Context: an optimization exercise on an open-source flow, tuned for small area, a short achievable clock period and few clock cycles per item. The choices shown serve that exercise and are no tape-out recipe.
In this exercise RTL edits were held to simulation tests only and were not proved equivalent to the original.
No activity file was given, so power comes from the tool's default toggle rates.

## alu_exec_top
module alu_exec_top (
  input  logic                           in_clk,
  input  logic                           in_rst,
  input  logic [alu_pkg::APB_ADDR_W-1:0] paddr_i,
  input  logic                           psel_i,
  input  logic                           penable_i,
  input  logic                           pwrite_i,
  input  logic [alu_pkg::XLEN-1:0]       pwdata_i,
  output logic [alu_pkg::XLEN-1:0]       prdata_o,
  output logic                           pready_o,
  output logic                           pslverr_o
);
Size in the first run: about 3300 cells after synthesis, roughly 1200 flip-flops, roughly 83 I/O pins.
clock: 8.0 ns
lec_check: 0
cap_margin: 20
cell_pad_in_sites_detail_placement: 1
cell_pad_in_sites_global_placement: 2
core_margin: 2
core_utilization: 47
cts_buf_list: sky130_fd_sc_hd__clkbuf_8
cts_cluster_diameter: 50
cts_cluster_size: 16
place_density: 0.65
setup_slack_margin: 4
slew_margin: 20
run.sh (not shown) runs the stock make flow with config.mk's settings and CLKGATE_MAP_FILE= SYNTH_SCRIPT=/design/flow/synth_recipe.tcl, a recipe that flattens the netlist after the stock synthesis.
Testbench counts at the start, summed over its fixed seeds: cycles 49,008, transfers 24,504.
Then changed:
==> flow/flow/run.sh (new file) <==
#!/bin/bash
# The standard layout with extra ORFS settings on make's command line
set -euo pipefail
bash standard.sh 'BUFFER_PORTS_ARGS=-buffer_cell sky130_fd_sc_hd__buf_4' finish > make_finish.log 2>&1
==> flow/standard.sh (new file) <==
#!/bin/bash
# synth_recipe.tcl (not shown) runs the flow's synth.tcl, then flattens the netlist and writes it again
# the make line also repeats each setting of config.mk as NAME=value (left out here)
make -C /OpenROAD-flow-scripts/flow DESIGN_CONFIG=/design/flow/config.mk WORK_HOME=/design/flow/orfs CLKGATE_MAP_FILE= SYNTH_SCRIPT=/design/flow/synth_recipe.tcl "${@:-finish}"
Settings changed: ABC_AREA from default to 1.
removed: flow/run.sh
What happened:
- count of clock-buffer cells in the layout increases by 4
- setup slack gets better by 0.16 ns
- flip-flop and latch count is unchanged
- die area came out higher by 11%
- sequential power stays flat
- register-to-register slack gets better by 0.11 ns
- total power stays flat
- sequential share of layout area decreases by 2.9 points
Then changed:
Settings changed: ABC_AREA 1 to default, CORE_UTILIZATION 47 to 52, PLACE_DENSITY 0.65 to 0.68.
The new run completed without violations.
Non-clock buffer count fell by 2.
Total power goes down by 4.8%.
Design area goes down by 8.1%.
Via count is lower by 25%.
Worst hold slack improved by 0.060 ns.
Final cell count went down by 34%.
Fmax barely changes.
Clock power came out lower by 10%.
Sequential power is about the same.
Synthesized area falls by 9.7%.
Then changed:
==> flow/flow/run.sh (replaced) <==
#!/bin/bash
# The standard layout with extra ORFS settings on make's command line
set -euo pipefail
bash standard.sh 'BUFFER_PORTS_ARGS=-buffer_cell sky130_fd_sc_hd__buf_4' MATCH_CELL_FOOTPRINT=0 finish > make_finish.log 2>&1
Settings changed: CORE_UTILIZATION 52 to 47, PLACE_DENSITY 0.68 to 0.65.
Area after synthesis does not change.
Total power hardly moves.
Utilization is lower by 5.9 points.

---

== JK ==
Another version of the RTL of alu_exec_top (not shown whole).
export LEC_CHECK = 0
export CAP_MARGIN = 20
export CELL_PAD_IN_SITES_DETAIL_PLACEMENT = 1
export CELL_PAD_IN_SITES_GLOBAL_PLACEMENT = 2
export CORE_MARGIN = 2
export CORE_UTILIZATION = 40
export CTS_BUF_LIST = sky130_fd_sc_hd__clkbuf_8
export CTS_CLUSTER_DIAMETER = 50
export CTS_CLUSTER_SIZE = 16
export PLACE_DENSITY = 0.6
export SETUP_SLACK_MARGIN = 4
export SLEW_MARGIN = 20
create_clock -name core_clock -period 8.0 [get_ports {in_clk}]
standard.sh (not shown) runs the stock make flow with config.mk's settings and CLKGATE_MAP_FILE= SYNTH_SCRIPT=/design/flow/synth_recipe.tcl, a recipe that flattens the netlist after the stock synthesis.
==> flow/flow/run.sh <==
#!/bin/bash
# The standard layout, with the resizer free to change a cell's footprint
# (the platform's config.mk restricts it to same-size swaps otherwise)
set -euo pipefail
bash standard.sh MATCH_CELL_FOOTPRINT=0 finish > make_finish.log 2>&1
JK finished every stage and its layout cleared the timing, DRC and antenna checks.
Testbench counts of JK, summed over its fixed seeds: cycles 49,008, transfers 24,504.
## Diff of input files: MS against JK
==> flow/run.sh (new file) <==
#!/bin/bash
# synth_recipe.tcl (not shown) runs the flow's synth.tcl, then flattens the netlist and writes it again
# the make line also repeats each setting of config.mk as NAME=value (left out here)
make -C /OpenROAD-flow-scripts/flow DESIGN_CONFIG=/design/flow/config.mk WORK_HOME=/design/flow/orfs CLKGATE_MAP_FILE= SYNTH_SCRIPT=/design/flow/synth_recipe.tcl finish
==> flow/config.mk <==
export PLATFORM = sky130hd
export DESIGN_NAME = alu_exec_top
export DESIGN_NICKNAME = alu_exec_top
export VERILOG_FILES = /design/flow/design.v
export SDC_FILE = /design/flow/constraint.sdc
export NUM_CORES = 4
export LEC_CHECK = 0
export CAP_MARGIN = 20
export CELL_PAD_IN_SITES_DETAIL_PLACEMENT = 2
export CELL_PAD_IN_SITES_GLOBAL_PLACEMENT = 4
export CORE_MARGIN = 2
export CORE_UTILIZATION = 25
export PLACE_DENSITY = 0.5
export SLEW_MARGIN = 20
removed: flow/flow/run.sh
removed: flow/standard.sh
--- outcome ---
- The end-of-flow core utilization number comes out lower for MS vs JK.
- Summary — power, MS relative to JK: higher, by 8.2%.
- Floorplan row count | MS above JK
- Between JK and MS, the flow reports count of non-filler cells in the finished layout increasing by more than 10%.
- Smallest hold slack ended up 0.016 ns lower on MS than on JK.
- JK leaves more setup margin than MS.
- MS — amount of wire on met2 after detailed routing about 22% higher, JK as reference
- Relative to JK, MS degrades minimum clock period after layout.
Inputs modified between MS and AL:
==> flow/config.mk <==
export PLATFORM = sky130hd
export DESIGN_NAME = alu_exec_top
export DESIGN_NICKNAME = alu_exec_top
export VERILOG_FILES = /design/flow/design.v
export SDC_FILE = /design/flow/constraint.sdc
export NUM_CORES = 4
export LEC_CHECK = 0
export CAP_MARGIN = 20
export CELL_PAD_IN_SITES_DETAIL_PLACEMENT = 1
export CELL_PAD_IN_SITES_GLOBAL_PLACEMENT = 2
export CORE_MARGIN = 2
export CORE_UTILIZATION = 40
export PLACE_DENSITY = 0.6
export SETUP_SLACK_MARGIN = 4
export SLEW_MARGIN = 20
## What came out
Against MS, AL reports a switching power that is higher.
AL ended with more leakage dissipation than MS.
AL has final period demand of the worst path below what MS had.
Number of non-clock buffers for AL: 42% up relative to MS
Summary — sequential share of layout area, AL relative to MS: lower, by 1.8 points.
Diff MS -> AL: setup slack +2.84 ns, routed wire length has decreased.

[static timing again, ports no longer ideal]
The flow's constraints put no driver on any port. The routed layouts listed below were extracted and timed again, unchanged, in two steps.
Step 1, drivers: a clkbuf_16 drives in_clk and a buf_2 each remaining input, both assumed.
Step 2 also shifts input and output timing later by t, the mid clock arrival at the registers, as if the neighbouring blocks saw the same clock.
a / b / c = ideal / step 1 / step 2; a / b = the first two.
run | t (ns) | setup WS [ns] | hold WS [ns]
the first run of note 1 | 0.893 | 3.765 / 3.686 / 2.967 | 0.442 / 0.442 / 0.442
the second run of note 1 | 0.919 | 3.923 / 3.847 / 3.290 | 0.407 / 0.407 / 0.407
the third run of note 1 | 0.891 | 3.919 / 3.848 / 3.090 | 0.467 / 0.467 / 0.467
the fourth run of note 1 | 0.867 | 3.915 / 3.942 / 3.075 | 0.466 / 0.466 / 0.466
JK | 0.946 | 3.896 / 3.894 / 2.948 | 0.476 / 0.476 / 0.476
MS | 0.860 | 1.106 / 1.171 / 0.311 | 0.460 / 0.460 / 0.460
AL | 0.833 | 3.951 / 3.837 / 3.004 | 0.477 / 0.477 / 0.477
After both steps every run listed still meets setup and hold. For JK, which loses most, drivers alone change the setup slack by -0.002 ns; drivers and shift together by -0.948 ns.
